From an optimization exercise on the open Yosys and OpenROAD flow, aimed at small area; shortcuts taken in it are not production practice. Only simulation tests tie the RTL to the original design; equivalence was not proved. Power figures rest on the tool's default switching activity, not on a simulated workload. No driver is modelled on the clock port, so clocking that relies on it looks cheaper here than on a real chip.

`flow/design.v`:
```
package memory_map_pkg;
  localparam int unsigned DATA_W     = 8;
  localparam int unsigned ADDR_W     = 8;
  localparam int unsigned NUM_PORTS  = 4;
  localparam int unsigned PORT_BUS_W = NUM_PORTS * DATA_W;
  localparam int unsigned PROG_DEPTH = 128;
  localparam int unsigned RAM_DEPTH  = 96;
  localparam int unsigned MEM_IDX_W  = 7;
  localparam int unsigned PORT_IDX_W = 2;
  localparam logic [ADDR_W-1:0] PROG_BASE  = 8'h00;
  localparam logic [ADDR_W-1:0] PROG_LIMIT = 8'h7F;
  localparam logic [ADDR_W-1:0] RAM_BASE   = 8'h80;
  localparam logic [ADDR_W-1:0] RAM_LIMIT  = 8'hDF;
  localparam logic [ADDR_W-1:0] OUT_BASE   = 8'hE0;
  localparam logic [ADDR_W-1:0] OUT_LIMIT  = 8'hE3;
  localparam logic [ADDR_W-1:0] IN_BASE    = 8'hF0;
  localparam logic [ADDR_W-1:0] IN_LIMIT   = 8'hF3;
  localparam logic [MEM_IDX_W-1:0] LOAD_CNT_MAX = 7'h7F;
  typedef enum logic [1:0] {
    S_LOAD    = 2'd0,
    S_RELEASE = 2'd1,
    S_RUN     = 2'd2
  } load_state_t;
endpackage
module sync_2ff #(
  parameter int unsigned WIDTH = 1
) (
  input  logic             clk,
  input  logic             reset,
  input  logic [WIDTH-1:0] i_d,
  output logic [WIDTH-1:0] o_q
);
  logic [WIDTH-1:0] r_meta;
  logic [WIDTH-1:0] r_sync;
  always_ff @(posedge clk) begin
    r_meta <= i_d;
    r_sync <= r_meta;
  end
  assign o_q = r_sync;
endmodule
module memory_system #(
  parameter bit BOOT_LOAD = 1'b1
) (
  input  logic                  clk,
  input  logic                  reset,
  input  logic [memory_map_pkg::ADDR_W-1:0]     address,
  input  logic [memory_map_pkg::DATA_W-1:0]     to_memory,
  input  logic                  write,
  output logic [memory_map_pkg::DATA_W-1:0]     from_memory,
  output logic                  cpu_reset,
  input  logic                  load_valid,
  input  logic [memory_map_pkg::DATA_W-1:0]     load_data,
  input  logic                  load_last,
  output logic                  load_ready,
  input  logic [memory_map_pkg::PORT_BUS_W-1:0] port_in,
  output logic [memory_map_pkg::PORT_BUS_W-1:0] port_out
);
  localparam int unsigned DW = memory_map_pkg::DATA_W;
  localparam int unsigned PD = memory_map_pkg::PROG_DEPTH;
  localparam int unsigned RD = memory_map_pkg::RAM_DEPTH;
  localparam int unsigned NP = memory_map_pkg::NUM_PORTS;
  localparam int unsigned IW = memory_map_pkg::MEM_IDX_W;
  localparam int unsigned NH = RD + 2*NP;
  logic                  r_load_ready;
  logic                  r_cpu_reset;
  logic [IW-1:0]         r_load_cnt;
  logic [DW-1:0]         r_from_memory;
  logic [NP*DW-1:0]      r_port_out;
  logic [PD*DW-1:0]      r_prog;
  logic [RD*DW-1:0]      r_ram;
  logic [NP*DW-1:0]      r_sync_meta;
  logic [NP*DW-1:0]      r_sync;
  logic                  w_load_fire;
  logic                  w_load_done;
  logic                  w_wr_hi;
  logic [7:0]            w_lo_n;
  logic [7:0]            w_ld_lo_n;
  logic [15:0]           w_hi_n;
  logic [15:0]           w_hi_ld_n;
  logic [RD/8-1:0]       w_hi_wr_n;
  logic [PD-1:0]         w_dec;
  logic [PD-1:0]         w_prog_we;
  logic [RD-1:0]         w_ram_we;
  logic [NP-1:0]         w_port_we;
  logic [DW-1:0]         w_load_dn;
  logic [DW-1:0]         w_wdat_dn;
  logic [DW-1:0]         w_port_dn;
  logic [NH-1:0]         w_hi_sel;
  logic [DW-1:0]         w_rd_data;
  logic                  w_wr_through;
  assign w_load_fire = r_load_ready & load_valid & ~reset;
  assign w_load_done = load_valid & (load_last | (&r_load_cnt));
  assign w_wr_hi     = write & ~r_cpu_reset & ~reset & address[7];
  always_ff @(posedge clk) begin
    if (reset) begin
      r_load_ready <= BOOT_LOAD;
      r_cpu_reset  <= 1'b1;
      r_load_cnt   <= '0;
    end else begin
      r_cpu_reset <= r_load_ready;
      if (r_load_ready && load_valid) begin
        r_load_cnt <= r_load_cnt + IW'(1);
        if (w_load_done) begin
          r_load_ready <= 1'b0;
        end
      end
    end
  end
  always_ff @(posedge clk) begin
    r_sync_meta <= port_in;
    r_sync      <= r_sync_meta;
  end
  always_comb begin
    for (int l = 0; l < 8; l++) begin
      w_lo_n[l]    = ~(address[2:0] == 3'(l));
      w_ld_lo_n[l] = ~(r_load_cnt[2:0] == 3'(l));
    end
    for (int h = 0; h < 16; h++) begin
      w_hi_n[h]    = ~(address[6:3] == 4'(h));
      w_hi_ld_n[h] = ~((r_load_cnt[6:3] == 4'(h)) & w_load_fire);
    end
    for (int h = 0; h < RD/8; h++) begin
      w_hi_wr_n[h] = ~((address[6:3] == 4'(h)) & w_wr_hi);
    end
  end
  for (genvar i = 0; i < PD; i++) begin : g_row
    cell_nor2 u_dec (.i_a(w_lo_n[i%8]), .i_b(w_hi_n[i/8]),    .o_y(w_dec[i]));
    cell_nor2 u_pwe (.i_a(w_ld_lo_n[i%8]), .i_b(w_hi_ld_n[i/8]), .o_y(w_prog_we[i]));
    if (i < RD) begin : g_ram
      cell_nor2 u_rwe (.i_a(w_lo_n[i%8]), .i_b(w_hi_wr_n[i/8]), .o_y(w_ram_we[i]));
    end
  end
  for (genvar k = 0; k < NP; k++) begin : g_pwe
    assign w_port_we[k] = reset | (w_wr_hi & w_dec[RD + k]);
  end
  assign w_load_dn = ~load_data;
  assign w_wdat_dn = ~to_memory;
  assign w_port_dn = ~to_memory | {DW{reset}};
  logic [PD*DW-1:0] w_prog_nx;
  logic [RD*DW-1:0] w_ram_nx;
  logic [NP*DW-1:0] w_port_nx;
  for (genvar i = 0; i < PD; i++) begin : g_prog
    for (genvar b = 0; b < DW; b++) begin : g_bit
      cell_hold u_hold (.i_a1n(w_prog_we[i]), .i_a2n(r_prog[i*DW+b]),
                        .i_b1(w_prog_we[i]), .i_b2(w_load_dn[b]), .o_y(w_prog_nx[i*DW+b]));
    end
  end
  for (genvar i = 0; i < RD; i++) begin : g_ram
    for (genvar b = 0; b < DW; b++) begin : g_bit
      cell_hold u_hold (.i_a1n(w_ram_we[i]), .i_a2n(r_ram[i*DW+b]),
                        .i_b1(w_ram_we[i]), .i_b2(w_wdat_dn[b]), .o_y(w_ram_nx[i*DW+b]));
    end
  end
  for (genvar k = 0; k < NP; k++) begin : g_port
    for (genvar b = 0; b < DW; b++) begin : g_bit
      cell_hold u_hold (.i_a1n(w_port_we[k]), .i_a2n(r_port_out[k*DW+b]),
                        .i_b1(w_port_we[k]), .i_b2(w_port_dn[b]), .o_y(w_port_nx[k*DW+b]));
    end
  end
  always_ff @(posedge clk) begin
    r_prog     <= w_prog_nx;
    r_ram      <= w_ram_nx;
    r_port_out <= w_port_nx;
  end
  assign w_hi_sel = {w_dec[RD+16 +: NP], w_dec[RD +: NP], w_dec[RD-1:0]};
  for (genvar b = 0; b < DW; b++) begin : g_rd
    logic [PD-1:0] w_pcol;
    logic [NH-1:0] w_hcol;
    logic          w_p;
    logic          w_h;
    for (genvar i = 0; i < PD; i++) begin : g_p
      assign w_pcol[i] = r_prog[i*DW+b];
    end
    for (genvar i = 0; i < RD; i++) begin : g_r
      assign w_hcol[i] = r_ram[i*DW+b];
    end
    for (genvar k = 0; k < NP; k++) begin : g_k
      assign w_hcol[RD+k]    = r_port_out[k*DW+b];
      assign w_hcol[RD+NP+k] = r_sync[k*DW+b];
    end
    col_sel_prog u_psel (.i_d(w_pcol), .i_s(w_dec),    .o_y(w_p));
    col_sel_hi   u_hsel (.i_d(w_hcol), .i_s(w_hi_sel), .o_y(w_h));
    assign w_rd_data[b] = address[7] ? w_h : w_p;
  end
  assign w_wr_through = write & address[7] &
                        (~(address[6] & address[5]) | (address[4:2] == 3'b000));
  always_ff @(posedge clk) begin
    if (reset || r_cpu_reset) begin
      r_from_memory <= '0;
    end else if (w_wr_through) begin
      r_from_memory <= to_memory;
    end else begin
      r_from_memory <= w_rd_data;
    end
  end
  assign from_memory = r_from_memory;
  assign port_out    = r_port_out;
  assign cpu_reset   = r_cpu_reset;
  assign load_ready  = r_load_ready;
endmodule
module col_sel_prog (
  input  logic [127:0] i_d,
  input  logic [127:0] i_s,
  output logic o_y
);
  logic w_t0;
  cell_aoi222 u_t0 (.i_a1(i_d[0]), .i_a2(i_s[0]), .i_b1(i_d[1]), .i_b2(i_s[1]), .i_c1(i_d[2]), .i_c2(i_s[2]), .o_y(w_t0));
  logic w_t1;
  cell_aoi222 u_t1 (.i_a1(i_d[3]), .i_a2(i_s[3]), .i_b1(i_d[4]), .i_b2(i_s[4]), .i_c1(i_d[5]), .i_c2(i_s[5]), .o_y(w_t1));
  logic w_t2;
  cell_aoi222 u_t2 (.i_a1(i_d[6]), .i_a2(i_s[6]), .i_b1(i_d[7]), .i_b2(i_s[7]), .i_c1(i_d[8]), .i_c2(i_s[8]), .o_y(w_t2));
  logic w_t3;
  cell_aoi222 u_t3 (.i_a1(i_d[9]), .i_a2(i_s[9]), .i_b1(i_d[10]), .i_b2(i_s[10]), .i_c1(i_d[11]), .i_c2(i_s[11]), .o_y(w_t3));
  logic w_t4;
  cell_aoi222 u_t4 (.i_a1(i_d[12]), .i_a2(i_s[12]), .i_b1(i_d[13]), .i_b2(i_s[13]), .i_c1(i_d[14]), .i_c2(i_s[14]), .o_y(w_t4));
  logic w_t5;
  cell_aoi222 u_t5 (.i_a1(i_d[15]), .i_a2(i_s[15]), .i_b1(i_d[16]), .i_b2(i_s[16]), .i_c1(i_d[17]), .i_c2(i_s[17]), .o_y(w_t5));
  logic w_t6;
  cell_aoi222 u_t6 (.i_a1(i_d[18]), .i_a2(i_s[18]), .i_b1(i_d[19]), .i_b2(i_s[19]), .i_c1(i_d[20]), .i_c2(i_s[20]), .o_y(w_t6));
  logic w_t7;
  cell_aoi222 u_t7 (.i_a1(i_d[21]), .i_a2(i_s[21]), .i_b1(i_d[22]), .i_b2(i_s[22]), .i_c1(i_d[23]), .i_c2(i_s[23]), .o_y(w_t7));
  logic w_t8;
  cell_aoi222 u_t8 (.i_a1(i_d[24]), .i_a2(i_s[24]), .i_b1(i_d[25]), .i_b2(i_s[25]), .i_c1(i_d[26]), .i_c2(i_s[26]), .o_y(w_t8));
  logic w_t9;
  cell_aoi222 u_t9 (.i_a1(i_d[27]), .i_a2(i_s[27]), .i_b1(i_d[28]), .i_b2(i_s[28]), .i_c1(i_d[29]), .i_c2(i_s[29]), .o_y(w_t9));
  logic w_t10;
  cell_aoi222 u_t10 (.i_a1(i_d[30]), .i_a2(i_s[30]), .i_b1(i_d[31]), .i_b2(i_s[31]), .i_c1(i_d[32]), .i_c2(i_s[32]), .o_y(w_t10));
  logic w_t11;
  cell_aoi222 u_t11 (.i_a1(i_d[33]), .i_a2(i_s[33]), .i_b1(i_d[34]), .i_b2(i_s[34]), .i_c1(i_d[35]), .i_c2(i_s[35]), .o_y(w_t11));
  logic w_t12;
  cell_aoi222 u_t12 (.i_a1(i_d[36]), .i_a2(i_s[36]), .i_b1(i_d[37]), .i_b2(i_s[37]), .i_c1(i_d[38]), .i_c2(i_s[38]), .o_y(w_t12));
  logic w_t13;
  cell_aoi222 u_t13 (.i_a1(i_d[39]), .i_a2(i_s[39]), .i_b1(i_d[40]), .i_b2(i_s[40]), .i_c1(i_d[41]), .i_c2(i_s[41]), .o_y(w_t13));
  logic w_t14;
  cell_aoi222 u_t14 (.i_a1(i_d[42]), .i_a2(i_s[42]), .i_b1(i_d[43]), .i_b2(i_s[43]), .i_c1(i_d[44]), .i_c2(i_s[44]), .o_y(w_t14));
  logic w_t15;
  cell_aoi222 u_t15 (.i_a1(i_d[45]), .i_a2(i_s[45]), .i_b1(i_d[46]), .i_b2(i_s[46]), .i_c1(i_d[47]), .i_c2(i_s[47]), .o_y(w_t15));
  logic w_t16;
  cell_aoi222 u_t16 (.i_a1(i_d[48]), .i_a2(i_s[48]), .i_b1(i_d[49]), .i_b2(i_s[49]), .i_c1(i_d[50]), .i_c2(i_s[50]), .o_y(w_t16));
  logic w_t17;
  cell_aoi222 u_t17 (.i_a1(i_d[51]), .i_a2(i_s[51]), .i_b1(i_d[52]), .i_b2(i_s[52]), .i_c1(i_d[53]), .i_c2(i_s[53]), .o_y(w_t17));
  logic w_t18;
  cell_aoi222 u_t18 (.i_a1(i_d[54]), .i_a2(i_s[54]), .i_b1(i_d[55]), .i_b2(i_s[55]), .i_c1(i_d[56]), .i_c2(i_s[56]), .o_y(w_t18));
  logic w_t19;
  cell_aoi222 u_t19 (.i_a1(i_d[57]), .i_a2(i_s[57]), .i_b1(i_d[58]), .i_b2(i_s[58]), .i_c1(i_d[59]), .i_c2(i_s[59]), .o_y(w_t19));
  logic w_t20;
  cell_aoi222 u_t20 (.i_a1(i_d[60]), .i_a2(i_s[60]), .i_b1(i_d[61]), .i_b2(i_s[61]), .i_c1(i_d[62]), .i_c2(i_s[62]), .o_y(w_t20));
  logic w_t21;
  cell_aoi222 u_t21 (.i_a1(i_d[63]), .i_a2(i_s[63]), .i_b1(i_d[64]), .i_b2(i_s[64]), .i_c1(i_d[65]), .i_c2(i_s[65]), .o_y(w_t21));
  logic w_t22;
  cell_aoi222 u_t22 (.i_a1(i_d[66]), .i_a2(i_s[66]), .i_b1(i_d[67]), .i_b2(i_s[67]), .i_c1(i_d[68]), .i_c2(i_s[68]), .o_y(w_t22));
  logic w_t23;
  cell_aoi222 u_t23 (.i_a1(i_d[69]), .i_a2(i_s[69]), .i_b1(i_d[70]), .i_b2(i_s[70]), .i_c1(i_d[71]), .i_c2(i_s[71]), .o_y(w_t23));
  logic w_t24;
  cell_aoi222 u_t24 (.i_a1(i_d[72]), .i_a2(i_s[72]), .i_b1(i_d[73]), .i_b2(i_s[73]), .i_c1(i_d[74]), .i_c2(i_s[74]), .o_y(w_t24));
  logic w_t25;
  cell_aoi222 u_t25 (.i_a1(i_d[75]), .i_a2(i_s[75]), .i_b1(i_d[76]), .i_b2(i_s[76]), .i_c1(i_d[77]), .i_c2(i_s[77]), .o_y(w_t25));
  logic w_t26;
  cell_aoi222 u_t26 (.i_a1(i_d[78]), .i_a2(i_s[78]), .i_b1(i_d[79]), .i_b2(i_s[79]), .i_c1(i_d[80]), .i_c2(i_s[80]), .o_y(w_t26));
  logic w_t27;
  cell_aoi222 u_t27 (.i_a1(i_d[81]), .i_a2(i_s[81]), .i_b1(i_d[82]), .i_b2(i_s[82]), .i_c1(i_d[83]), .i_c2(i_s[83]), .o_y(w_t27));
  logic w_t28;
  cell_aoi222 u_t28 (.i_a1(i_d[84]), .i_a2(i_s[84]), .i_b1(i_d[85]), .i_b2(i_s[85]), .i_c1(i_d[86]), .i_c2(i_s[86]), .o_y(w_t28));
  logic w_t29;
  cell_aoi222 u_t29 (.i_a1(i_d[87]), .i_a2(i_s[87]), .i_b1(i_d[88]), .i_b2(i_s[88]), .i_c1(i_d[89]), .i_c2(i_s[89]), .o_y(w_t29));
  logic w_t30;
  cell_aoi222 u_t30 (.i_a1(i_d[90]), .i_a2(i_s[90]), .i_b1(i_d[91]), .i_b2(i_s[91]), .i_c1(i_d[92]), .i_c2(i_s[92]), .o_y(w_t30));
  logic w_t31;
  cell_aoi222 u_t31 (.i_a1(i_d[93]), .i_a2(i_s[93]), .i_b1(i_d[94]), .i_b2(i_s[94]), .i_c1(i_d[95]), .i_c2(i_s[95]), .o_y(w_t31));
  logic w_t32;
  cell_aoi222 u_t32 (.i_a1(i_d[96]), .i_a2(i_s[96]), .i_b1(i_d[97]), .i_b2(i_s[97]), .i_c1(i_d[98]), .i_c2(i_s[98]), .o_y(w_t32));
  logic w_t33;
  cell_aoi222 u_t33 (.i_a1(i_d[99]), .i_a2(i_s[99]), .i_b1(i_d[100]), .i_b2(i_s[100]), .i_c1(i_d[101]), .i_c2(i_s[101]), .o_y(w_t33));
  logic w_t34;
  cell_aoi222 u_t34 (.i_a1(i_d[102]), .i_a2(i_s[102]), .i_b1(i_d[103]), .i_b2(i_s[103]), .i_c1(i_d[104]), .i_c2(i_s[104]), .o_y(w_t34));
  logic w_t35;
  cell_aoi222 u_t35 (.i_a1(i_d[105]), .i_a2(i_s[105]), .i_b1(i_d[106]), .i_b2(i_s[106]), .i_c1(i_d[107]), .i_c2(i_s[107]), .o_y(w_t35));
  logic w_t36;
  cell_aoi222 u_t36 (.i_a1(i_d[108]), .i_a2(i_s[108]), .i_b1(i_d[109]), .i_b2(i_s[109]), .i_c1(i_d[110]), .i_c2(i_s[110]), .o_y(w_t36));
  logic w_t37;
  cell_aoi222 u_t37 (.i_a1(i_d[111]), .i_a2(i_s[111]), .i_b1(i_d[112]), .i_b2(i_s[112]), .i_c1(i_d[113]), .i_c2(i_s[113]), .o_y(w_t37));
  logic w_t38;
  cell_aoi222 u_t38 (.i_a1(i_d[114]), .i_a2(i_s[114]), .i_b1(i_d[115]), .i_b2(i_s[115]), .i_c1(i_d[116]), .i_c2(i_s[116]), .o_y(w_t38));
  logic w_t39;
  cell_aoi222 u_t39 (.i_a1(i_d[117]), .i_a2(i_s[117]), .i_b1(i_d[118]), .i_b2(i_s[118]), .i_c1(i_d[119]), .i_c2(i_s[119]), .o_y(w_t39));
  logic w_t40;
  cell_aoi222 u_t40 (.i_a1(i_d[120]), .i_a2(i_s[120]), .i_b1(i_d[121]), .i_b2(i_s[121]), .i_c1(i_d[122]), .i_c2(i_s[122]), .o_y(w_t40));
  logic w_t41;
  cell_aoi222 u_t41 (.i_a1(i_d[123]), .i_a2(i_s[123]), .i_b1(i_d[124]), .i_b2(i_s[124]), .i_c1(i_d[125]), .i_c2(i_s[125]), .o_y(w_t41));
  logic w_t42;
  cell_nand2 u_t42 (.i_a(i_d[126]), .i_b(i_s[126]), .o_y(w_t42));
  logic w_t43;
  cell_nand2 u_t43 (.i_a(i_d[127]), .i_b(i_s[127]), .o_y(w_t43));
  logic w_l0_0;
  cell_nand4 u_w_l0_0 (.i_a(w_t0), .i_b(w_t1), .i_c(w_t2), .i_d(w_t3), .o_y(w_l0_0));
  logic w_l0_1;
  cell_nand4 u_w_l0_1 (.i_a(w_t4), .i_b(w_t5), .i_c(w_t6), .i_d(w_t7), .o_y(w_l0_1));
  logic w_l0_2;
  cell_nand4 u_w_l0_2 (.i_a(w_t8), .i_b(w_t9), .i_c(w_t10), .i_d(w_t11), .o_y(w_l0_2));
  logic w_l0_3;
  cell_nand4 u_w_l0_3 (.i_a(w_t12), .i_b(w_t13), .i_c(w_t14), .i_d(w_t15), .o_y(w_l0_3));
  logic w_l0_4;
  cell_nand4 u_w_l0_4 (.i_a(w_t16), .i_b(w_t17), .i_c(w_t18), .i_d(w_t19), .o_y(w_l0_4));
  logic w_l0_5;
  cell_nand4 u_w_l0_5 (.i_a(w_t20), .i_b(w_t21), .i_c(w_t22), .i_d(w_t23), .o_y(w_l0_5));
  logic w_l0_6;
  cell_nand4 u_w_l0_6 (.i_a(w_t24), .i_b(w_t25), .i_c(w_t26), .i_d(w_t27), .o_y(w_l0_6));
  logic w_l0_7;
  cell_nand4 u_w_l0_7 (.i_a(w_t28), .i_b(w_t29), .i_c(w_t30), .i_d(w_t31), .o_y(w_l0_7));
  logic w_l0_8;
  cell_nand4 u_w_l0_8 (.i_a(w_t32), .i_b(w_t33), .i_c(w_t34), .i_d(w_t35), .o_y(w_l0_8));
  logic w_l0_9;
  cell_nand4 u_w_l0_9 (.i_a(w_t36), .i_b(w_t37), .i_c(w_t38), .i_d(w_t39), .o_y(w_l0_9));
  logic w_l0_10;
  cell_nand4 u_w_l0_10 (.i_a(w_t40), .i_b(w_t41), .i_c(w_t42), .i_d(w_t43), .o_y(w_l0_10));
  logic w_l1_0;
  cell_nor2 u_w_l1_0 (.i_a(w_l0_0), .i_b(w_l0_1), .o_y(w_l1_0));
  logic w_l1_1;
  cell_nor2 u_w_l1_1 (.i_a(w_l0_2), .i_b(w_l0_3), .o_y(w_l1_1));
  logic w_l1_2;
  cell_nor2 u_w_l1_2 (.i_a(w_l0_4), .i_b(w_l0_5), .o_y(w_l1_2));
  logic w_l1_3;
  cell_nor2 u_w_l1_3 (.i_a(w_l0_6), .i_b(w_l0_7), .o_y(w_l1_3));
  logic w_l1_4;
  cell_nor2 u_w_l1_4 (.i_a(w_l0_8), .i_b(w_l0_9), .o_y(w_l1_4));
  logic w_l1_5;
  assign w_l1_5 = ~w_l0_10;
  logic w_l2_0;
  cell_nand3 u_w_l2_0 (.i_a(w_l1_0), .i_b(w_l1_1), .i_c(w_l1_2), .o_y(w_l2_0));
  logic w_l2_1;
  cell_nand3 u_w_l2_1 (.i_a(w_l1_3), .i_b(w_l1_4), .i_c(w_l1_5), .o_y(w_l2_1));
  logic w_l3_0;
  cell_nor2 u_w_l3_0 (.i_a(w_l2_0), .i_b(w_l2_1), .o_y(w_l3_0));
  assign o_y = ~w_l3_0;
endmodule
module col_sel_hi (
  input  logic [103:0] i_d,
  input  logic [103:0] i_s,
  output logic o_y
);
  logic w_t0;
  cell_aoi222 u_t0 (.i_a1(i_d[0]), .i_a2(i_s[0]), .i_b1(i_d[1]), .i_b2(i_s[1]), .i_c1(i_d[2]), .i_c2(i_s[2]), .o_y(w_t0));
  logic w_t1;
  cell_aoi222 u_t1 (.i_a1(i_d[3]), .i_a2(i_s[3]), .i_b1(i_d[4]), .i_b2(i_s[4]), .i_c1(i_d[5]), .i_c2(i_s[5]), .o_y(w_t1));
  logic w_t2;
  cell_aoi222 u_t2 (.i_a1(i_d[6]), .i_a2(i_s[6]), .i_b1(i_d[7]), .i_b2(i_s[7]), .i_c1(i_d[8]), .i_c2(i_s[8]), .o_y(w_t2));
  logic w_t3;
  cell_aoi222 u_t3 (.i_a1(i_d[9]), .i_a2(i_s[9]), .i_b1(i_d[10]), .i_b2(i_s[10]), .i_c1(i_d[11]), .i_c2(i_s[11]), .o_y(w_t3));
  logic w_t4;
  cell_aoi222 u_t4 (.i_a1(i_d[12]), .i_a2(i_s[12]), .i_b1(i_d[13]), .i_b2(i_s[13]), .i_c1(i_d[14]), .i_c2(i_s[14]), .o_y(w_t4));
  logic w_t5;
  cell_aoi222 u_t5 (.i_a1(i_d[15]), .i_a2(i_s[15]), .i_b1(i_d[16]), .i_b2(i_s[16]), .i_c1(i_d[17]), .i_c2(i_s[17]), .o_y(w_t5));
  logic w_t6;
  cell_aoi222 u_t6 (.i_a1(i_d[18]), .i_a2(i_s[18]), .i_b1(i_d[19]), .i_b2(i_s[19]), .i_c1(i_d[20]), .i_c2(i_s[20]), .o_y(w_t6));
  logic w_t7;
  cell_aoi222 u_t7 (.i_a1(i_d[21]), .i_a2(i_s[21]), .i_b1(i_d[22]), .i_b2(i_s[22]), .i_c1(i_d[23]), .i_c2(i_s[23]), .o_y(w_t7));
  logic w_t8;
  cell_aoi222 u_t8 (.i_a1(i_d[24]), .i_a2(i_s[24]), .i_b1(i_d[25]), .i_b2(i_s[25]), .i_c1(i_d[26]), .i_c2(i_s[26]), .o_y(w_t8));
  logic w_t9;
  cell_aoi222 u_t9 (.i_a1(i_d[27]), .i_a2(i_s[27]), .i_b1(i_d[28]), .i_b2(i_s[28]), .i_c1(i_d[29]), .i_c2(i_s[29]), .o_y(w_t9));
  logic w_t10;
  cell_aoi222 u_t10 (.i_a1(i_d[30]), .i_a2(i_s[30]), .i_b1(i_d[31]), .i_b2(i_s[31]), .i_c1(i_d[32]), .i_c2(i_s[32]), .o_y(w_t10));
  logic w_t11;
  cell_aoi222 u_t11 (.i_a1(i_d[33]), .i_a2(i_s[33]), .i_b1(i_d[34]), .i_b2(i_s[34]), .i_c1(i_d[35]), .i_c2(i_s[35]), .o_y(w_t11));
  logic w_t12;
  cell_aoi222 u_t12 (.i_a1(i_d[36]), .i_a2(i_s[36]), .i_b1(i_d[37]), .i_b2(i_s[37]), .i_c1(i_d[38]), .i_c2(i_s[38]), .o_y(w_t12));
  logic w_t13;
  cell_aoi222 u_t13 (.i_a1(i_d[39]), .i_a2(i_s[39]), .i_b1(i_d[40]), .i_b2(i_s[40]), .i_c1(i_d[41]), .i_c2(i_s[41]), .o_y(w_t13));
  logic w_t14;
  cell_aoi222 u_t14 (.i_a1(i_d[42]), .i_a2(i_s[42]), .i_b1(i_d[43]), .i_b2(i_s[43]), .i_c1(i_d[44]), .i_c2(i_s[44]), .o_y(w_t14));
  logic w_t15;
  cell_aoi222 u_t15 (.i_a1(i_d[45]), .i_a2(i_s[45]), .i_b1(i_d[46]), .i_b2(i_s[46]), .i_c1(i_d[47]), .i_c2(i_s[47]), .o_y(w_t15));
  logic w_t16;
  cell_aoi222 u_t16 (.i_a1(i_d[48]), .i_a2(i_s[48]), .i_b1(i_d[49]), .i_b2(i_s[49]), .i_c1(i_d[50]), .i_c2(i_s[50]), .o_y(w_t16));
  logic w_t17;
  cell_aoi222 u_t17 (.i_a1(i_d[51]), .i_a2(i_s[51]), .i_b1(i_d[52]), .i_b2(i_s[52]), .i_c1(i_d[53]), .i_c2(i_s[53]), .o_y(w_t17));
  logic w_t18;
  cell_aoi222 u_t18 (.i_a1(i_d[54]), .i_a2(i_s[54]), .i_b1(i_d[55]), .i_b2(i_s[55]), .i_c1(i_d[56]), .i_c2(i_s[56]), .o_y(w_t18));
  logic w_t19;
  cell_aoi222 u_t19 (.i_a1(i_d[57]), .i_a2(i_s[57]), .i_b1(i_d[58]), .i_b2(i_s[58]), .i_c1(i_d[59]), .i_c2(i_s[59]), .o_y(w_t19));
  logic w_t20;
  cell_aoi222 u_t20 (.i_a1(i_d[60]), .i_a2(i_s[60]), .i_b1(i_d[61]), .i_b2(i_s[61]), .i_c1(i_d[62]), .i_c2(i_s[62]), .o_y(w_t20));
  logic w_t21;
  cell_aoi222 u_t21 (.i_a1(i_d[63]), .i_a2(i_s[63]), .i_b1(i_d[64]), .i_b2(i_s[64]), .i_c1(i_d[65]), .i_c2(i_s[65]), .o_y(w_t21));
  logic w_t22;
  cell_aoi222 u_t22 (.i_a1(i_d[66]), .i_a2(i_s[66]), .i_b1(i_d[67]), .i_b2(i_s[67]), .i_c1(i_d[68]), .i_c2(i_s[68]), .o_y(w_t22));
  logic w_t23;
  cell_aoi222 u_t23 (.i_a1(i_d[69]), .i_a2(i_s[69]), .i_b1(i_d[70]), .i_b2(i_s[70]), .i_c1(i_d[71]), .i_c2(i_s[71]), .o_y(w_t23));
  logic w_t24;
  cell_aoi222 u_t24 (.i_a1(i_d[72]), .i_a2(i_s[72]), .i_b1(i_d[73]), .i_b2(i_s[73]), .i_c1(i_d[74]), .i_c2(i_s[74]), .o_y(w_t24));
  logic w_t25;
  cell_aoi222 u_t25 (.i_a1(i_d[75]), .i_a2(i_s[75]), .i_b1(i_d[76]), .i_b2(i_s[76]), .i_c1(i_d[77]), .i_c2(i_s[77]), .o_y(w_t25));
  logic w_t26;
  cell_aoi222 u_t26 (.i_a1(i_d[78]), .i_a2(i_s[78]), .i_b1(i_d[79]), .i_b2(i_s[79]), .i_c1(i_d[80]), .i_c2(i_s[80]), .o_y(w_t26));
  logic w_t27;
  cell_aoi222 u_t27 (.i_a1(i_d[81]), .i_a2(i_s[81]), .i_b1(i_d[82]), .i_b2(i_s[82]), .i_c1(i_d[83]), .i_c2(i_s[83]), .o_y(w_t27));
  logic w_t28;
  cell_aoi222 u_t28 (.i_a1(i_d[84]), .i_a2(i_s[84]), .i_b1(i_d[85]), .i_b2(i_s[85]), .i_c1(i_d[86]), .i_c2(i_s[86]), .o_y(w_t28));
  logic w_t29;
  cell_aoi222 u_t29 (.i_a1(i_d[87]), .i_a2(i_s[87]), .i_b1(i_d[88]), .i_b2(i_s[88]), .i_c1(i_d[89]), .i_c2(i_s[89]), .o_y(w_t29));
  logic w_t30;
  cell_aoi222 u_t30 (.i_a1(i_d[90]), .i_a2(i_s[90]), .i_b1(i_d[91]), .i_b2(i_s[91]), .i_c1(i_d[92]), .i_c2(i_s[92]), .o_y(w_t30));
  logic w_t31;
  cell_aoi222 u_t31 (.i_a1(i_d[93]), .i_a2(i_s[93]), .i_b1(i_d[94]), .i_b2(i_s[94]), .i_c1(i_d[95]), .i_c2(i_s[95]), .o_y(w_t31));
  logic w_t32;
  cell_aoi222 u_t32 (.i_a1(i_d[96]), .i_a2(i_s[96]), .i_b1(i_d[97]), .i_b2(i_s[97]), .i_c1(i_d[98]), .i_c2(i_s[98]), .o_y(w_t32));
  logic w_t33;
  cell_aoi222 u_t33 (.i_a1(i_d[99]), .i_a2(i_s[99]), .i_b1(i_d[100]), .i_b2(i_s[100]), .i_c1(i_d[101]), .i_c2(i_s[101]), .o_y(w_t33));
  logic w_t34;
  cell_nand2 u_t34 (.i_a(i_d[102]), .i_b(i_s[102]), .o_y(w_t34));
  logic w_t35;
  cell_nand2 u_t35 (.i_a(i_d[103]), .i_b(i_s[103]), .o_y(w_t35));
  logic w_l0_0;
  cell_nand4 u_w_l0_0 (.i_a(w_t0), .i_b(w_t1), .i_c(w_t2), .i_d(w_t3), .o_y(w_l0_0));
  logic w_l0_1;
  cell_nand4 u_w_l0_1 (.i_a(w_t4), .i_b(w_t5), .i_c(w_t6), .i_d(w_t7), .o_y(w_l0_1));
  logic w_l0_2;
  cell_nand4 u_w_l0_2 (.i_a(w_t8), .i_b(w_t9), .i_c(w_t10), .i_d(w_t11), .o_y(w_l0_2));
  logic w_l0_3;
  cell_nand4 u_w_l0_3 (.i_a(w_t12), .i_b(w_t13), .i_c(w_t14), .i_d(w_t15), .o_y(w_l0_3));
  logic w_l0_4;
  cell_nand4 u_w_l0_4 (.i_a(w_t16), .i_b(w_t17), .i_c(w_t18), .i_d(w_t19), .o_y(w_l0_4));
  logic w_l0_5;
  cell_nand4 u_w_l0_5 (.i_a(w_t20), .i_b(w_t21), .i_c(w_t22), .i_d(w_t23), .o_y(w_l0_5));
  logic w_l0_6;
  cell_nand4 u_w_l0_6 (.i_a(w_t24), .i_b(w_t25), .i_c(w_t26), .i_d(w_t27), .o_y(w_l0_6));
  logic w_l0_7;
  cell_nand4 u_w_l0_7 (.i_a(w_t28), .i_b(w_t29), .i_c(w_t30), .i_d(w_t31), .o_y(w_l0_7));
  logic w_l0_8;
  cell_nand4 u_w_l0_8 (.i_a(w_t32), .i_b(w_t33), .i_c(w_t34), .i_d(w_t35), .o_y(w_l0_8));
  logic w_l1_0;
  cell_nor2 u_w_l1_0 (.i_a(w_l0_0), .i_b(w_l0_1), .o_y(w_l1_0));
  logic w_l1_1;
  cell_nor2 u_w_l1_1 (.i_a(w_l0_2), .i_b(w_l0_3), .o_y(w_l1_1));
  logic w_l1_2;
  cell_nor2 u_w_l1_2 (.i_a(w_l0_4), .i_b(w_l0_5), .o_y(w_l1_2));
  logic w_l1_3;
  cell_nor2 u_w_l1_3 (.i_a(w_l0_6), .i_b(w_l0_7), .o_y(w_l1_3));
  logic w_l1_4;
  assign w_l1_4 = ~w_l0_8;
  logic w_l2_0;
  cell_nand3 u_w_l2_0 (.i_a(w_l1_0), .i_b(w_l1_1), .i_c(w_l1_2), .o_y(w_l2_0));
  logic w_l2_1;
  cell_nand2 u_w_l2_1 (.i_a(w_l1_3), .i_b(w_l1_4), .o_y(w_l2_1));
  logic w_l3_0;
  cell_nor2 u_w_l3_0 (.i_a(w_l2_0), .i_b(w_l2_1), .o_y(w_l3_0));
  assign o_y = ~w_l3_0;
endmodule
module cell_hold (
  input  logic i_a1n,
  input  logic i_a2n,
  input  logic i_b1,
  input  logic i_b2,
  output logic o_y
);
  assign o_y = (i_a1n | i_a2n) & ~(i_b1 & i_b2);
endmodule
module cell_aoi222 (
  input  logic i_a1,
  input  logic i_a2,
  input  logic i_b1,
  input  logic i_b2,
  input  logic i_c1,
  input  logic i_c2,
  output logic o_y
);
  assign o_y = ~((i_a1 & i_a2) | (i_b1 & i_b2) | (i_c1 & i_c2));
endmodule
module cell_nand2 (
  input  logic i_a,
  input  logic i_b,
  output logic o_y
);
  assign o_y = ~(i_a & i_b);
endmodule
module cell_nand3 (
  input  logic i_a,
  input  logic i_b,
  input  logic i_c,
  output logic o_y
);
  assign o_y = ~(i_a & i_b & i_c);
endmodule
module cell_nand4 (
  input  logic i_a,
  input  logic i_b,
  input  logic i_c,
  input  logic i_d,
  output logic o_y
);
  assign o_y = ~(i_a & i_b & i_c & i_d);
endmodule
module cell_nor2 (
  input  logic i_a,
  input  logic i_b,
  output logic o_y
);
  assign o_y = ~(i_a | i_b);
endmodule
```
`flow/flow/run.sh`:
```
#!/bin/bash
# Layout flow: the standard synthesis; then the combinational cells, which
# ABC maps one small module at a time and sizes up (the storage hold gates
# become a2bb2oi_2), are set back to size 1 of the same cell (flow/downsize.py);
# then the standard layout from that netlist, with the synthesis buffers
# removed at floorplan, the smallest buffer on the ports and a clock tree built
# without dummy loads. The layout's repair steps size cells up again where
# needed. Each step's output goes to its own log in the work folder.
set -euo pipefail
R=orfs/results/${FLOW_PLATFORM}/memory_system/base
bash standard.sh synth > flow_synth.log 2>&1
python3 flow/downsize.py "$R/1_2_yosys.v" > flow_downsize.log 2>&1
export REMOVE_ABC_BUFFERS=1
export BUFFER_PORTS_ARGS="-buffer_cell sky130_fd_sc_hd__buf_1"
export CTS_ARGS="-sink_clustering_enable -repair_clock_nets -dont_use_dummy_load -sink_clustering_size 30 -sink_clustering_max_diameter 80 -buf_list {sky130_fd_sc_hd__clkbuf_8 sky130_fd_sc_hd__clkbuf_16}"
bash standard.sh finish > flow_finish.log 2>&1
```
`flow/flow/downsize.py`:
```
"""Rewrites a synthesized netlist in place: every combinational cell instance
of size 2 or more (buffers excepted) is set to the size-1 variant
of the same cell when the library has one with the same pins. The layout's
repair steps size cells up again where slew, load or timing need it."""
import os
import re
import sys

lib = os.path.join(os.environ['FLOW_HOME'], 'platforms', 'sky130hd', 'lib',
                   'sky130_fd_sc_hd__tt_025C_1v80.lib')
text = open(lib).read()
pins = {}
for m in re.finditer(r'\n\s*cell\s*\(\s*"?(sky130_fd_sc_hd__\w+?)"?\s*\)', text):
    name = m.group(1)
    end = text.find('\n    cell (', m.end())
    body = text[m.end():end if end > 0 else len(text)]
    if 'ff (' in body or 'latch (' in body:
        continue
    pins[name] = tuple(sorted(set(re.findall(r'\bpin\s*\(\s*"?(\w+)"?\s*\)', body))))

SKIP = re.compile(r'^sky130_fd_sc_hd__(buf|clkbuf|clkdly|dlygate|dlymetal|bufbuf|bufinv|inv|clkinv|conb|tap|fill|decap|diode|lpflow|probe)')


def smallest(cell):
    m = re.match(r'^(sky130_fd_sc_hd__\w+)_(\d+)$', cell)
    if not m or SKIP.match(cell) or cell not in pins:
        return cell
    base, size = m.group(1), int(m.group(2))
    for s in (1,):
        cand = f'{base}_{s}'
        if s < size and cand in pins and pins[cand] == pins[cell]:
            return cand
    return cell


path = sys.argv[1]
net = open(path).read()
counts = {}


def sub(m):
    new = smallest(m.group(1))
    if new != m.group(1):
        counts[(m.group(1), new)] = counts.get((m.group(1), new), 0) + 1
    return new + m.group(2)


net = re.sub(r'\b(sky130_fd_sc_hd__\w+)(\s+\S+\s*\()', sub, net)
open(path, 'w').write(net)
for (a, b), n in sorted(counts.items()):
    print(f'{n:6d} {a} -> {b}')
print('total', sum(counts.values()))
```
`flow/standard.sh`:
```
#!/bin/bash
# synth_recipe.tcl (not shown) runs the flow's synth.tcl, then flattens the netlist and writes it again
# the make line also repeats each setting of config.mk as NAME=value (left out here)
make -C /OpenROAD-flow-scripts/flow DESIGN_CONFIG=/design/flow/config.mk WORK_HOME=/design/flow/orfs CLKGATE_MAP_FILE= SYNTH_SCRIPT=/design/flow/synth_recipe.tcl "${@:-finish}"
```
`flow/config.mk`:
```
export PLATFORM = sky130hd
export DESIGN_NAME = memory_system
export DESIGN_NICKNAME = memory_system
export VERILOG_FILES = /design/flow/design.v
export SDC_FILE = /design/flow/constraint.sdc
export NUM_CORES = 4
export LEC_CHECK = 0
export CAP_MARGIN = 20
export CORE_MARGIN = 2
export CORE_UTILIZATION = 65
export GPL_TIMING_DRIVEN = 0
export SETUP_SLACK_MARGIN = 0.3
export SLEW_MARGIN = 20
export SYNTH_HIERARCHICAL = 1
export SYNTH_MINIMUM_KEEP_SIZE = 0
```
`flow/constraint.sdc`:
```
create_clock -name core_clock -period 5.0 [get_ports {clk}]
set_input_delay 1.0000 -clock core_clock [delete_from_list [all_inputs] [get_ports {clk}]]
set_output_delay 1.0000 -clock core_clock [all_outputs]
set_load 0.01 [all_outputs]
```
==> metrics.cfg, run 1 <==
[run_status]
outcome=timing/DRC/antenna clean

[critical_path]
slowest_delay_ns=0.84
crit_chain=buf_1, nor2b_2, nand2_1, nor2_2, a222oi_1, nand4_1, nor2_1, nand3_1, nor2_1, inv_1, mux2i_1, a211oi_1
cp_max_fo=16
start_kind=primary input
crit_top_cell=nor2_1
cp_num_buf_inv=2
critPathKind=primary input to register
worstPathRequired_ns=5.52
r2r_setup_slack_ns=1.54
arrival_ns=5.30
crit_path_end_kind=register
critPathTopFamily=simple AND/OR/NAND/NOR gates
crit_slowest_cell=nor2_2

[cells_and_area]
layout-drive-gt1-share=0.0539
diodes=0
area_growth_pct=7.69
nets=5519
stdcell_area_um2=69600
postLayoutCoreUtil=0.707

[die]
fp.dieW_um=319
dieArea_um2=102000
die_h_um=319
io-pin-count=103
core_area_um2=98400
row_count=115
initial_utilization=0.656

[clock_tree]
cts.clk_slew.worst_paths_ns=0.11
insertion_delay_ns=0.69
post_cts_buffers=0
cts_sinks=1905
cts_hold_buf=0
cts_resized=3
cts_root_buffer=clkbuf_16
cts_tree=built
ctsHtreeMaxLevel=3
clockBufferDepth=3
cts_buffers=73

[synthesis]
synth_area_um2=64600
synthCells=5267
avgSynthCellArea_um2=12.3
ys_warn_count=7

[detailed_routing]
drt_pre_antenna_iters=11
ant_nets=0
via_per_inst=7.37
wirelength_um=190000
drc_errors=0
drt_iter0_drc=8344
num_vias=49700
wl_per_cell_um=28.2

[place]
port_buffers=102
gp_routability_congestion=0.917
dp_hpwl_um=124000
place_area_um2=67600

[job]
drv_cap=0

[grt]
gr-total-overflow=0
first_global_vias=45400
grt_max_degree=73
gr-usage-all-layers=0.361
busiest_layer=met1
grt_pass1_wl_um=287000
globalRouteMet1Util=0.542
antenna_found_initial=2
use_met2=0.517
gr-usage-met3=0.0726

[sta]
slew_headroom=0.227
skew_ns=0.0216
rsz0062_at_grt=yes
fmax_mhz=210
holdWs_ns=0.336
setup_viol=0
tightest_slew_ns=1.16
min_period_over_period=0.955
fin_crit_ns=4.77
drv_slew=0
finalHoldViolCount=0

[power_and_ir_drop]
p_per_area_nw_per_um2=340
p_leak_nw=24.6
ir_drop_v=0.000351

[min_path]
worstHoldPathType=register to register

## registers in the layout, indices dropped and copies added (netlist names)
name / cells
r_ram: 768
r_load_ready: 1
r_sync: 32
r_load_cnt: 7
r_cpu_reset: 1
r_from_memory: 8
r_prog: 1024
r_sync_meta: 32
r_port_out: 32
## through the flow
stage	std cells	total power [mW]	worst slack (ns)	setup TNS (ns)
after global routing	6737	24.3	0.298	0
after detailed placement	6656	16.9	-0.651	-3.93
final	6737	23.7	0.227	0
after floorplan	5220	16.4	1.84	0
after global placement	6609	16.7	-2.09	-374.05
after CTS	6729	23.7	0.352	0
## layer usage
| metal | vias up | wire, µm | share of wire |
|---|---|---|---|
| met5 | - | 13 | 0.000068 |
| met4 | 2 | 7170 | 0.038 |
| met3 | 344 | 21200 | 0.11 |
| met2 | 2665 | 79500 | 0.42 |
| met1 | 23800 | 82200 | 0.43 |
| li1 | 22800 | - | - |
## area by class of cell
class | instances | area [µm²]
Clock buffer | 73 | 1830
Fill cell | 7162 | 28800
Inverter | 58 | 295
Multi-Input combinational cell | 3257 | 26300
Sequential cell | 1905 | 38100
Tap cell | 1287 | 1610
Timing Repair Buffer | 157 | 1410
## final timing paths
kind | cells after the start | to | startpoint
worst max-delay path | 12 | r_from_memory[7] | address[5]
worst min-delay path | 0 | r_sync[0] | r_sync_meta[0]
worst max register to register | 5 | r_ram[667] | r_cpu_reset
worst min register to register | 0 | r_sync[0] | r_sync_meta[0]
## where the power goes
group	internal (mW)	leakage, nW	total [mW]	switching, mW
clock	2.65	0.900	7.10	4.44
sequential	15.4	15.4	15.6	0.154
combinational	0.300	8.33	0.961	0.662
## cell usage in the layout, fill, tap and decap left out, types with 9 or more instances in the layout
cell type	n
nor2_2	130
buf_8	12
buf_16	24
nand3_1	35
a2bb2oi_1	1824
buf_1	101
nand2b_1	9
clkbuf_16	73
inv_1	40
a222oi_1	608
nor3_1	9
inv_6	15
nand2_1	85
buf_4	9
dfxtp_1	1905
nor2_1	321
nand4_1	161
==> inputs of run 2 (changes only) <==
==> flow/config.mk (replaced) <==
export PLATFORM = sky130hd
export DESIGN_NAME = memory_system
export DESIGN_NICKNAME = memory_system
export VERILOG_FILES = /design/flow/design.v
export SDC_FILE = /design/flow/constraint.sdc
export NUM_CORES = 4
export LEC_CHECK = 0
export CAP_MARGIN = 10
export CORE_MARGIN = 2
export CORE_UTILIZATION = 60
export GPL_TIMING_DRIVEN = 0
export SETUP_SLACK_MARGIN = 0.3
export SLEW_MARGIN = 10
export SYNTH_HIERARCHICAL = 1
export SYNTH_MINIMUM_KEEP_SIZE = 0
==> metrics.cfg, run 2 <==
[run_status]
outcome=timing/DRC/antenna clean

[clock_tree]
ctsHtreeMaxLevel=3  ; unchanged
insertion_delay_ns=0.69  ; about the same
clockBufferDepth=3  ; unchanged
cts.clk_slew.worst_paths_ns=0.11  ; about the same
cts_buffers=73  ; unchanged
cts_hold_buf=0  ; unchanged
cts_root_buffer=clkbuf_16
cts_tree=built
cts_sinks=1905  ; unchanged

[cells_and_area]
area_growth_pct=7.73  ; about the same
nets=5517  ; -0.036%
final_cell_mix=dfxtp_1, a2bb2oi_1, a222oi_1, nor2_1, nand4_1
stdcell_area_um2=69600  ; about the same
top_regs=r_prog x1024, r_ram x768
fill_cells=8384  ; +17%
largest_reg_flops=1024  ; unchanged
layout_commonest_cell=dfxtp_1
max_flop_register=r_prog
layout-drive-gt1-share=0.0472  ; -0.00677
postLayoutCoreUtil=0.651  ; -0.0559

[sta]
rsz0062_at_grt=no
slew_headroom=0.171  ; -0.0554
skew_ns=0.0296  ; +0.00802 ns
finalHoldViolCount=0  ; unchanged
fmax_mhz=212  ; +1.4%
tightest_slew_ns=1.24  ; +0.0828 ns
drv_slew=0  ; unchanged
setup_viol=0  ; unchanged
fin_crit_ns=4.71  ; -0.0640 ns
fin_tns_setup_ns=0  ; unchanged
min_period_over_period=0.942  ; -0.0128
worst_slack_ns=0.291  ; +0.0640 ns

[min_path]
worstHoldPathType=register to register

[critical_path]
start_kind=primary input
slowest_delay_ns=0.91  ; +0.07 ns
worstPathRequired_ns=5.53  ; about the same
crit_slowest_cell=nor2_2
critPathKind=primary input to register
arrival_ns=5.23  ; -0.07 ns
crit_path_end_kind=register
crit_top_cell=nor2_1
crit_chain=buf_1, nor2b_1, nand2_1, nor2_2, a222oi_1, nand4_1, nor2_1, nand3_1, nor2_1, inv_1, mux2i_1, a211oi_2
cp_max_fo=16  ; unchanged

[die]
core_area_um2=107000  ; +8.6%
initial_utilization=0.604  ; -0.0521
io-pin-count=103  ; unchanged
die_h_um=332  ; +4.0%
fp.dieW_um=332  ; +4.0%
dieArea_um2=110000  ; +8.2%
row_count=120  ; +4.3%

[power_and_ir_drop]
p_per_area_nw_per_um2=341  ; +0.30%
p_leak_nw=24.6  ; -0.18%
ir_drop_v=0.000340  ; -3.3%

[place]
port_buffers=102  ; unchanged
gp_routability_congestion=0.844  ; -7.9%
dp_hpwl_um=126000  ; +1.7%
place_area_um2=67400  ; -0.23%
place_ws_ns=-1.18  ; -0.532 ns

[grt]
grt_max_degree=87  ; +19%
antenna_found_initial=6  ; +4
gr-total-overflow=0  ; unchanged
first_global_vias=44900  ; -1.1%
gr-usage-all-layers=0.342  ; -0.0191
grt_pass1_wl_um=291000  ; +1.3%

[detailed_routing]
drt_iter0_drc=7120  ; -15%
ant_nets=0  ; unchanged
wirelength_um=197000  ; +3.4%
via_per_inst=7.20  ; -2.3%
drc_errors=0  ; unchanged
wl_per_cell_um=28.7  ; +1.6%
num_vias=49400  ; -0.64%
drt_pre_antenna_iters=10  ; -1

[synthesis]
ys_warn_count=7  ; unchanged
synth_area_um2=64600  ; unchanged
synthCells=5267  ; unchanged
avgSynthCellArea_um2=12.3  ; unchanged

[job]
drv_cap=0  ; unchanged

==> run 2: what timing repair did <==
action / CTS / global route
hold endpoints to repair: 0 / 0
gates cloned: 2 / 0
gates resized for setup: 68 / 10
pin swaps: 2 / 0
buffers inserted: 4 / 0
endpoints found under the setup margin: 8 / 5
==> run 2: final timing paths <==
| kind | cells after the start | start | to | slack, ns |
|---|---|---|---|---|
| worst max-delay path | 12 | address[5] | r_from_memory[0] | 0.29 |
| worst min-delay path | 0 | r_sync_meta[25] | r_sync[25] | 0.33 |
| worst max register to register | 5 | r_cpu_reset | r_ram[744] | 1.15 |
| worst min register to register | 0 | r_sync_meta[25] | r_sync[25] | 0.33 |
==> run 2: where the power goes <==
| part | total [mW] | internal (mW) | switching, mW |
|---|---|---|---|
| clock network | 7.16 | 2.66 | 4.51 |
| registers | 15.6 | 15.4 | 0.156 |
| logic | 0.972 | 0.298 | 0.673 |
| total | 23.7 | 18.4 | 5.34 |
==> run 2: per-layer routing <==
metal	wire length [µm]	global-route usage	vias to the layer above	share of wire
met5	60	0	-	0.00031
met4	7760	0.127	10	0.039
met3	18800	0.0643	357	0.096
met2	84600	0.506	2346	0.43
met1	85300	0.496	23800	0.43
li1	-	-	22800	-
==> run 2: critical path: cells and delay by family <==
family | cells | cell delay [ns]
compound gates | 2 | 0.80
buf+inv | 2 | 0.34
mux | 1 | 0.07
simple gates | 7 | 3.01
==> run 2: layout make-up <==
type / instances / area [µm²] / area share
Sequential cell: 1905 / 38100 / 0.548
Multi-Input combinational cell: 3259 / 26300 / 0.378
Clock buffer: 73 / 1830 / 0.0262
Tap cell: 1403 / 1760 / 0.0252
Timing Repair Buffer: 153 / 1320 / 0.0189
Inverter: 58 / 278 / 0.00399
Antenna cell: 1 / 2.50 / 0.0000360
==> run 2: through the flow <==
stage               std cells  total power, mW  hold slack [ns]
floorplan                5220             16.4            0.310
global placement         6725             16.8            0.310
detailed placement       6767             16.9            0.312
CTS                      6846             23.8            0.333
global route             6851             24.4            0.344
finish                   6852             23.7            0.329
==> inputs of run 3 (changes only) <==
--- a/flow/design.v
+++ b/flow/design.v
@@ -314,24 +314,14 @@
   logic w_l0_10;
   cell_nand4 u_w_l0_10 (.i_a(w_t40), .i_b(w_t41), .i_c(w_t42), .i_d(w_t43), .o_y(w_l0_10));
   logic w_l1_0;
-  cell_nor2 u_w_l1_0 (.i_a(w_l0_0), .i_b(w_l0_1), .o_y(w_l1_0));
+  cell_nor4 u_w_l1_0 (.i_a(w_l0_0), .i_b(w_l0_1), .i_c(w_l0_2), .i_d(w_l0_3), .o_y(w_l1_0));
   logic w_l1_1;
-  cell_nor2 u_w_l1_1 (.i_a(w_l0_2), .i_b(w_l0_3), .o_y(w_l1_1));
+  cell_nor4 u_w_l1_1 (.i_a(w_l0_4), .i_b(w_l0_5), .i_c(w_l0_6), .i_d(w_l0_7), .o_y(w_l1_1));
   logic w_l1_2;
-  cell_nor2 u_w_l1_2 (.i_a(w_l0_4), .i_b(w_l0_5), .o_y(w_l1_2));
-  logic w_l1_3;
-  cell_nor2 u_w_l1_3 (.i_a(w_l0_6), .i_b(w_l0_7), .o_y(w_l1_3));
-  logic w_l1_4;
-  cell_nor2 u_w_l1_4 (.i_a(w_l0_8), .i_b(w_l0_9), .o_y(w_l1_4));
-  logic w_l1_5;
-  assign w_l1_5 = ~w_l0_10;
+  cell_nor3 u_w_l1_2 (.i_a(w_l0_8), .i_b(w_l0_9), .i_c(w_l0_10), .o_y(w_l1_2));
   logic w_l2_0;
   cell_nand3 u_w_l2_0 (.i_a(w_l1_0), .i_b(w_l1_1), .i_c(w_l1_2), .o_y(w_l2_0));
-  logic w_l2_1;
-  cell_nand3 u_w_l2_1 (.i_a(w_l1_3), .i_b(w_l1_4), .i_c(w_l1_5), .o_y(w_l2_1));
-  logic w_l3_0;
-  cell_nor2 u_w_l3_0 (.i_a(w_l2_0), .i_b(w_l2_1), .o_y(w_l3_0));
-  assign o_y = ~w_l3_0;
+  assign o_y = w_l2_0;
 endmodule
 module col_sel_hi (
   input  logic [103:0] i_d,
@@ -429,22 +419,14 @@
   logic w_l0_8;
   cell_nand4 u_w_l0_8 (.i_a(w_t32), .i_b(w_t33), .i_c(w_t34), .i_d(w_t35), .o_y(w_l0_8));
   logic w_l1_0;
-  cell_nor2 u_w_l1_0 (.i_a(w_l0_0), .i_b(w_l0_1), .o_y(w_l1_0));
+  cell_nor3 u_w_l1_0 (.i_a(w_l0_0), .i_b(w_l0_1), .i_c(w_l0_2), .o_y(w_l1_0));
   logic w_l1_1;
-  cell_nor2 u_w_l1_1 (.i_a(w_l0_2), .i_b(w_l0_3), .o_y(w_l1_1));
+  cell_nor3 u_w_l1_1 (.i_a(w_l0_3), .i_b(w_l0_4), .i_c(w_l0_5), .o_y(w_l1_1));
   logic w_l1_2;
-  cell_nor2 u_w_l1_2 (.i_a(w_l0_4), .i_b(w_l0_5), .o_y(w_l1_2));
-  logic w_l1_3;
-  cell_nor2 u_w_l1_3 (.i_a(w_l0_6), .i_b(w_l0_7), .o_y(w_l1_3));
-  logic w_l1_4;
-  assign w_l1_4 = ~w_l0_8;
+  cell_nor3 u_w_l1_2 (.i_a(w_l0_6), .i_b(w_l0_7), .i_c(w_l0_8), .o_y(w_l1_2));
   logic w_l2_0;
   cell_nand3 u_w_l2_0 (.i_a(w_l1_0), .i_b(w_l1_1), .i_c(w_l1_2), .o_y(w_l2_0));
-  logic w_l2_1;
-  cell_nand2 u_w_l2_1 (.i_a(w_l1_3), .i_b(w_l1_4), .o_y(w_l2_1));
-  logic w_l3_0;
-  cell_nor2 u_w_l3_0 (.i_a(w_l2_0), .i_b(w_l2_1), .o_y(w_l3_0));
-  assign o_y = ~w_l3_0;
+  assign o_y = w_l2_0;
 endmodule
 module cell_hold (
   input  logic i_a1n,
@@ -497,3 +479,20 @@
 );
   assign o_y = ~(i_a | i_b);
 endmodule
+module cell_nor3 (
+  input  logic i_a,
+  input  logic i_b,
+  input  logic i_c,
+  output logic o_y
+);
+  assign o_y = ~(i_a | i_b | i_c);
+endmodule
+module cell_nor4 (
+  input  logic i_a,
+  input  logic i_b,
+  input  logic i_c,
+  input  logic i_d,
+  output logic o_y
+);
+  assign o_y = ~(i_a | i_b | i_c | i_d);
+endmodule
==> flow/config.mk (replaced) <==
export PLATFORM = sky130hd
export DESIGN_NAME = memory_system
export DESIGN_NICKNAME = memory_system
export VERILOG_FILES = /design/flow/design.v
export SDC_FILE = /design/flow/constraint.sdc
export NUM_CORES = 4
export LEC_CHECK = 0
export CAP_MARGIN = 20
export CORE_MARGIN = 2
export CORE_UTILIZATION = 65
export GPL_TIMING_DRIVEN = 0
export SETUP_SLACK_MARGIN = 0.3
export SLEW_MARGIN = 20
export SYNTH_HIERARCHICAL = 1
export SYNTH_MINIMUM_KEEP_SIZE = 0
==> metrics.cfg, run 3 <==
[grt]
grt_max_degree=84  ; -3.4%
busiest_layer=met1
use_met2=0.508  ; +0.00202
globalRouteMet1Util=0.537  ; +0.0411
gr-usage-all-layers=0.362  ; +0.0208
gr-total-overflow=0  ; unchanged
first_global_vias=44500  ; -0.83%
gr-usage-met3=0.0874  ; +0.0231
grt_pass1_wl_um=284000  ; -2.1%
antenna_found_initial=8  ; +2

[detailed_routing]
drt_pre_antenna_iters=13  ; +3
wl_per_cell_um=28.9  ; +0.58%
drt_iter0_drc=7016  ; -1.5%
num_vias=49200  ; -0.38%
drc_errors=0  ; unchanged
wirelength_um=192000  ; -2.4%
via_per_inst=7.39  ; +2.7%
ant_nets=0  ; unchanged

[critical_path]
r2r-end=r_ram[561]
crit_start=address[6]
path_depth=11  ; -1
rr_worst_depth=5  ; unchanged
start_kind=primary input
arrival_ns=5.37  ; +0.14 ns
worstPathRequired_ns=5.52  ; about the same
r2r_setup_slack_ns=1.44  ; +0.29 ns
slowest_delay_ns=0.82  ; -0.09 ns
crit_slowest_cell=nand2_1
critPathCapture=r_from_memory[6]
critPathTopFamily=simple AND/OR/NAND/NOR gates
timing.rr.start=r_cpu_reset
crit_chain=buf_1, inv_1, nor2_1, nand2_1, nor2_4, a222oi_1, nand4_1, nor4_1, nand3_1, mux2i_1, a211oi_2
cp_max_fo=16  ; unchanged
critPathKind=primary input to register
cp_num_buf_inv=2  ; unchanged
crit_path_end_kind=register

[cells_and_area]
final_cell_mix=dfxtp_1, a2bb2oi_1, a222oi_1, nor2_1, nand4_1
postLayoutCoreUtil=0.705  ; +0.0539
nets=5429  ; -1.6%
max_flop_register=r_prog
top_regs=r_prog x1024, r_ram x768
area_growth_pct=7.67  ; about the same
layout-drive-gt1-share=0.0543  ; +0.00712
largest_reg_flops=1024  ; unchanged
layout_commonest_cell=dfxtp_1
finalNonFillerCells=6649  ; -3.0%

[die]
initial_utilization=0.655  ; +0.0504
dieArea_um2=102000  ; -8.0%
row_count=115  ; -4.2%
fp.dieW_um=319  ; -4.1%
io-pin-count=103  ; unchanged
core_area_um2=98300  ; -8.1%
die_h_um=319  ; -4.1%

[synthesis]
synth_area_um2=64400  ; -0.40%
avgSynthCellArea_um2=12.4  ; +1.3%
ys_warn_count=7  ; unchanged
synthCells=5179  ; -1.7%

[power_and_ir_drop]
p_switching_mw=5.29  ; -0.95%
ir_drop_v=0.000320  ; -5.8%
p_leak_nw=24.3  ; -1.2%
p_seq_frac=0.659  ; +0.002
p_comb_frac=0.040  ; about the same
swShare=0.223  ; -0.00155
power_mw=23.7  ; -0.26%
p_per_area_nw_per_um2=342  ; +0.20%
p_clk_frac=0.301  ; about the same
p_int_mw=18.4  ; about the same

[clock_tree]
cts_buffers=73  ; unchanged
post_cts_buffers=0  ; -4
cts_hold_buf=0  ; unchanged
cts_tree=built
cts.clk_slew.worst_paths_ns=0.11  ; about the same
cts_sinks=1905  ; unchanged
clockBufferDepth=3  ; unchanged
ctsHtreeMaxLevel=3  ; unchanged
insertion_delay_ns=0.71  ; +0.02 ns
cts_root_buffer=clkbuf_16

[sta]
min_period_over_period=0.969  ; +0.0269
slew_headroom=0.253  ; +0.0813
finalHoldViolCount=0  ; unchanged
tightest_slew_ns=1.12  ; -0.121 ns
fin_crit_ns=4.84  ; +0.135 ns
fmax_mhz=206  ; -2.8%
holdWs_ns=0.335  ; +0.00532 ns
drv_slew=0  ; unchanged
rsz0062_at_grt=no
skew_ns=0.0334  ; +0.00385 ns
worst_slack_ns=0.157  ; -0.135 ns
setup_viol=0  ; unchanged

[place]
place_ws_ns=-0.830  ; +0.352 ns
gp_routability_congestion=0.898  ; +6.3%
dp_hpwl_um=125000  ; -0.92%
dpl.cell_count=6564  ; -3.0%
port_buffers=102  ; unchanged

[run_status]
outcome=timing/DRC/antenna clean

[min_path]
worstHoldPathType=register to register
hold_depth=0  ; unchanged

[job]
drv_cap=0  ; unchanged

run 3: cell count changes in the layout (fill, tap and decap cells not counted), moves of 10 or more:
cell	change
inv_1	-32
nor2_1	-116
nor3_1	+30
nor4_1	+16
nor2_2	+20
nand2_1	-10
run 3: what timing repair did:
item	CTS	global route
resized for setup	6	27
setup endpoints to repair	2	4
pin swaps	0	0
gates cloned	0	0
run 3: worst min-delay path by stage:
stage | startpoint | end | slack [ns]
detailed placement | r_sync_meta[0] | r_sync[0] | 0.31
floorplan | r_sync_meta[0] | r_sync[0] | 0.31
finish | r_sync_meta[29] | r_sync[29] | 0.33
global placement | r_sync_meta[2] | r_sync[2] | 0.31
CTS | r_sync_meta[15] | r_sync[15] | 0.34
global route | r_sync_meta[31] | r_sync[31] | 0.34
run 3: cell type report:
cell class              instances  area [µm²]
inverters                      26         178
clock buffers                  73        1830
fillers                      7245       29000
well taps                    1287        1610
multi-input cells            3201       26300
repair buffers                155        1260
flip-flops and latches       1905       38100
diodes                          2        5.00
run 3: power by group through the flow:
stage	Sequential (mW)	Combinational, mW	Clock (mW)
floorplan	15.9	0.457	0
global placement	15.9	0.808	0
detailed placement	15.9	0.920	0
CTS	15.6	0.919	7.20
global route	15.6	0.988	7.66
finish	15.6	0.957	7.12
run 3: routing by layer:
metal | routed length [µm] | up-vias | share of wire
met5 | 57 | - | 0.00030
li1 | - | 22700 | -
met1 | 82700 | 23500 | 0.43
met2 | 78400 | 2553 | 0.41
met4 | 8060 | 10 | 0.042
met3 | 22600 | 378 | 0.12
run 3: through the flow:
stage	area (µm²)	setup TNS [ns]
after global placement	66000	-580.07
after global routing	69300	0
after CTS	69000	0
after floorplan	64000	0
final	69300	0
after detailed placement	67200	-2.63
==> inputs of run 4 (changes only) <==
--- a/flow/config.mk
+++ b/flow/config.mk
@@ -5,11 +5,11 @@
 export SDC_FILE = /design/flow/constraint.sdc
 export NUM_CORES = 4
 export LEC_CHECK = 0
-export CAP_MARGIN = 20
+export CAP_MARGIN = 10
 export CORE_MARGIN = 2
 export CORE_UTILIZATION = 65
 export GPL_TIMING_DRIVEN = 0
 export SETUP_SLACK_MARGIN = 0.3
-export SLEW_MARGIN = 20
+export SLEW_MARGIN = 10
 export SYNTH_HIERARCHICAL = 1
 export SYNTH_MINIMUM_KEEP_SIZE = 0
==> metrics.cfg, run 4 <==
[run_status]
outcome=timing/DRC/antenna clean

[grt]
first_global_vias=44400  ; -0.29%
gr-usage-all-layers=0.364  ; +0.00183
antenna_found_initial=9  ; +1
grt_max_degree=95  ; +13%
grt_pass1_wl_um=286000  ; +0.62%
gr-total-overflow=0  ; unchanged

[detailed_routing]
wirelength_um=193000  ; +0.36%
via_per_inst=7.42  ; +0.37%
wl_per_cell_um=29.0  ; +0.38%
drt_iter0_drc=7964  ; +14%
drt_pre_antenna_iters=10  ; -3
num_vias=49300  ; +0.35%
drc_errors=0  ; unchanged
ant_nets=0  ; unchanged

[min_path]
hold_depth=0  ; unchanged
worstHoldPathType=register to register
hp-start=r_sync_meta[19]

[clock_tree]
cts_sinks=1905  ; unchanged
cts.clk_slew.worst_paths_ns=0.11  ; about the same
insertion_delay_ns=0.70  ; about the same
clockBufferDepth=3  ; unchanged
cts_buffers=73  ; unchanged
ctsHtreeMaxLevel=3  ; unchanged
cts_root_buffer=clkbuf_16
cts_tree=built
cts_hold_buf=0  ; unchanged

[power_and_ir_drop]
p_int_mw=18.4  ; about the same
swShare=0.223  ; about the same
p_seq_frac=0.658  ; about the same
ir_drop_v=0.000398  ; +24%
p_switching_mw=5.29  ; +0.11%
p_clk_frac=0.301  ; about the same
p_comb_frac=0.041  ; about the same
p_leak_nw=24.3  ; +0.18%
p_per_area_nw_per_um2=342  ; about the same

[cells_and_area]
layout-drive-gt1-share=0.0489  ; -0.00541
final_cell_mix=dfxtp_1, a2bb2oi_1, a222oi_1, nor2_1, nand4_1
area_growth_pct=7.70  ; about the same
largest_reg_flops=1024  ; unchanged
layout_commonest_cell=dfxtp_1
max_flop_register=r_prog
stdcell_area_um2=69300  ; about the same
nets=5429  ; unchanged
top_regs=r_prog x1024, r_ram x768

[sta]
setup_viol=0  ; unchanged
fin_crit_ns=4.82  ; -0.0192 ns
rsz0062_at_grt=no
min_period_over_period=0.965  ; -0.00383
tightest_slew_ns=1.38  ; +0.261 ns
skew_ns=0.0377  ; +0.00429 ns
slew_headroom=0.0801  ; -0.172
finalHoldViolCount=0  ; unchanged
drv_slew=0  ; unchanged
fmax_mhz=207  ; +0.40%
worst_slack_ns=0.176  ; +0.0192 ns
holdWs_ns=0.328  ; -0.00675 ns

[die]
io-pin-count=103  ; unchanged
fp.dieW_um=319  ; unchanged
die_h_um=319  ; unchanged
core_area_um2=98300  ; unchanged
initial_utilization=0.655  ; unchanged
dieArea_um2=102000  ; unchanged
row_count=115  ; unchanged

[place]
gp_routability_congestion=0.898  ; unchanged
dp_hpwl_um=124000  ; -0.55%
place_area_um2=67000  ; -0.27%
port_buffers=102  ; unchanged
place_ws_ns=-1.22  ; -0.389 ns

[synthesis]
synthCells=5179  ; unchanged
ys_warn_count=7  ; unchanged
avgSynthCellArea_um2=12.4  ; unchanged
synth_area_um2=64400  ; unchanged

[critical_path]
rr_worst_depth=5  ; unchanged
crit_slowest_cell=a211oi_2
crit_chain=buf_1, inv_1, nor2_1, nand2_1, nor2_4, a222oi_1, nand4_1, nor3_1, nand3_1, mux2i_1, a211oi_2
start_kind=primary input
cp_max_fo=16  ; unchanged
arrival_ns=5.34  ; -0.03 ns
critPathKind=primary input to register
crit_start=address[6]
crit_path_end_kind=register
slowest_delay_ns=0.72  ; -0.10 ns
timing.rr.start=r_cpu_reset
worstPathRequired_ns=5.52  ; about the same

[job]
drv_cap=0  ; unchanged

==> run 4: power by group through the flow <==
stage / sequential (mW) / combinational, mW / clock (mW)
6_report: 15.6 / 0.975 / 7.12
5_1_grt: 15.6 / 1.01 / 7.70
4_1_cts: 15.6 / 0.934 / 7.19
3_5_place_dp: 15.9 / 0.921 / 0
3_3_place_gp: 15.9 / 0.808 / 0
2_1_floorplan: 15.9 / 0.457 / 0
==> run 4: area by class of cell <==
cell class              instances  area, µm²
fillers                      7230      29000
clock buffers                  73       1830
multi-input cells            3202      26200
diodes                          1       2.50
inverters                      26        160
repair buffers                154       1370
flip-flops and latches       1905      38100
well taps                    1287       1610
==> run 4: repair_timing <==
action / 4_1_cts / 5_1_grt
pin swaps: 2 / 2
resized for setup: 59 / 36
setup buffers: 3 / 6
setup endpoints to repair: 8 / 4
gates cloned: 1 / 0
==> run 4: per-layer routing <==
layer / wire length [µm] / vias up / GRT usage
li1: - / 22700 / -
met1: 83100 / 23700 / 0.544
met2: 79700 / 2611 / 0.515
met3: 22400 / 350 / 0.0831
met4: 7300 / 8 / 0.128
met5: 58 / - / 0
==> run 4: worst max-delay path, delay by kind of cell <==
family	cells	cell delay, ns
simple gates	6	2.65
compound gates	2	0.96
buf+inv	2	0.48
mux	1	0.22
==> run 4: path summary, 6_finish.rpt <==
path | to | slack [ns]
hold reg to reg | r_sync[19] | 0.33
hold / removal | r_sync[19] | 0.33
setup reg to reg | r_ram[531] | 1.11
setup / recovery | r_from_memory[6] | 0.18
==> run 4: metrics by stage <==
stage	TNS (ns)	power, mW	util	instances
finish	0	23.7	0.705	6648
global route	0	24.3	0.705	6647
CTS	0	23.7	0.702	6637
detailed placement	-6.03	16.9	0.682	6560
global placement	-580.07	16.7	0.672	6521
floorplan	0	16.4	-	5132

Check on run 4: ideal ports give 0.176 ns setup slack; a clkbuf_16 on the clock port and buf_2 on the inputs give 0.168 ns; moving port delays by the midpoint clock arrival (0.760 ns) as well gives -0.592 ns.
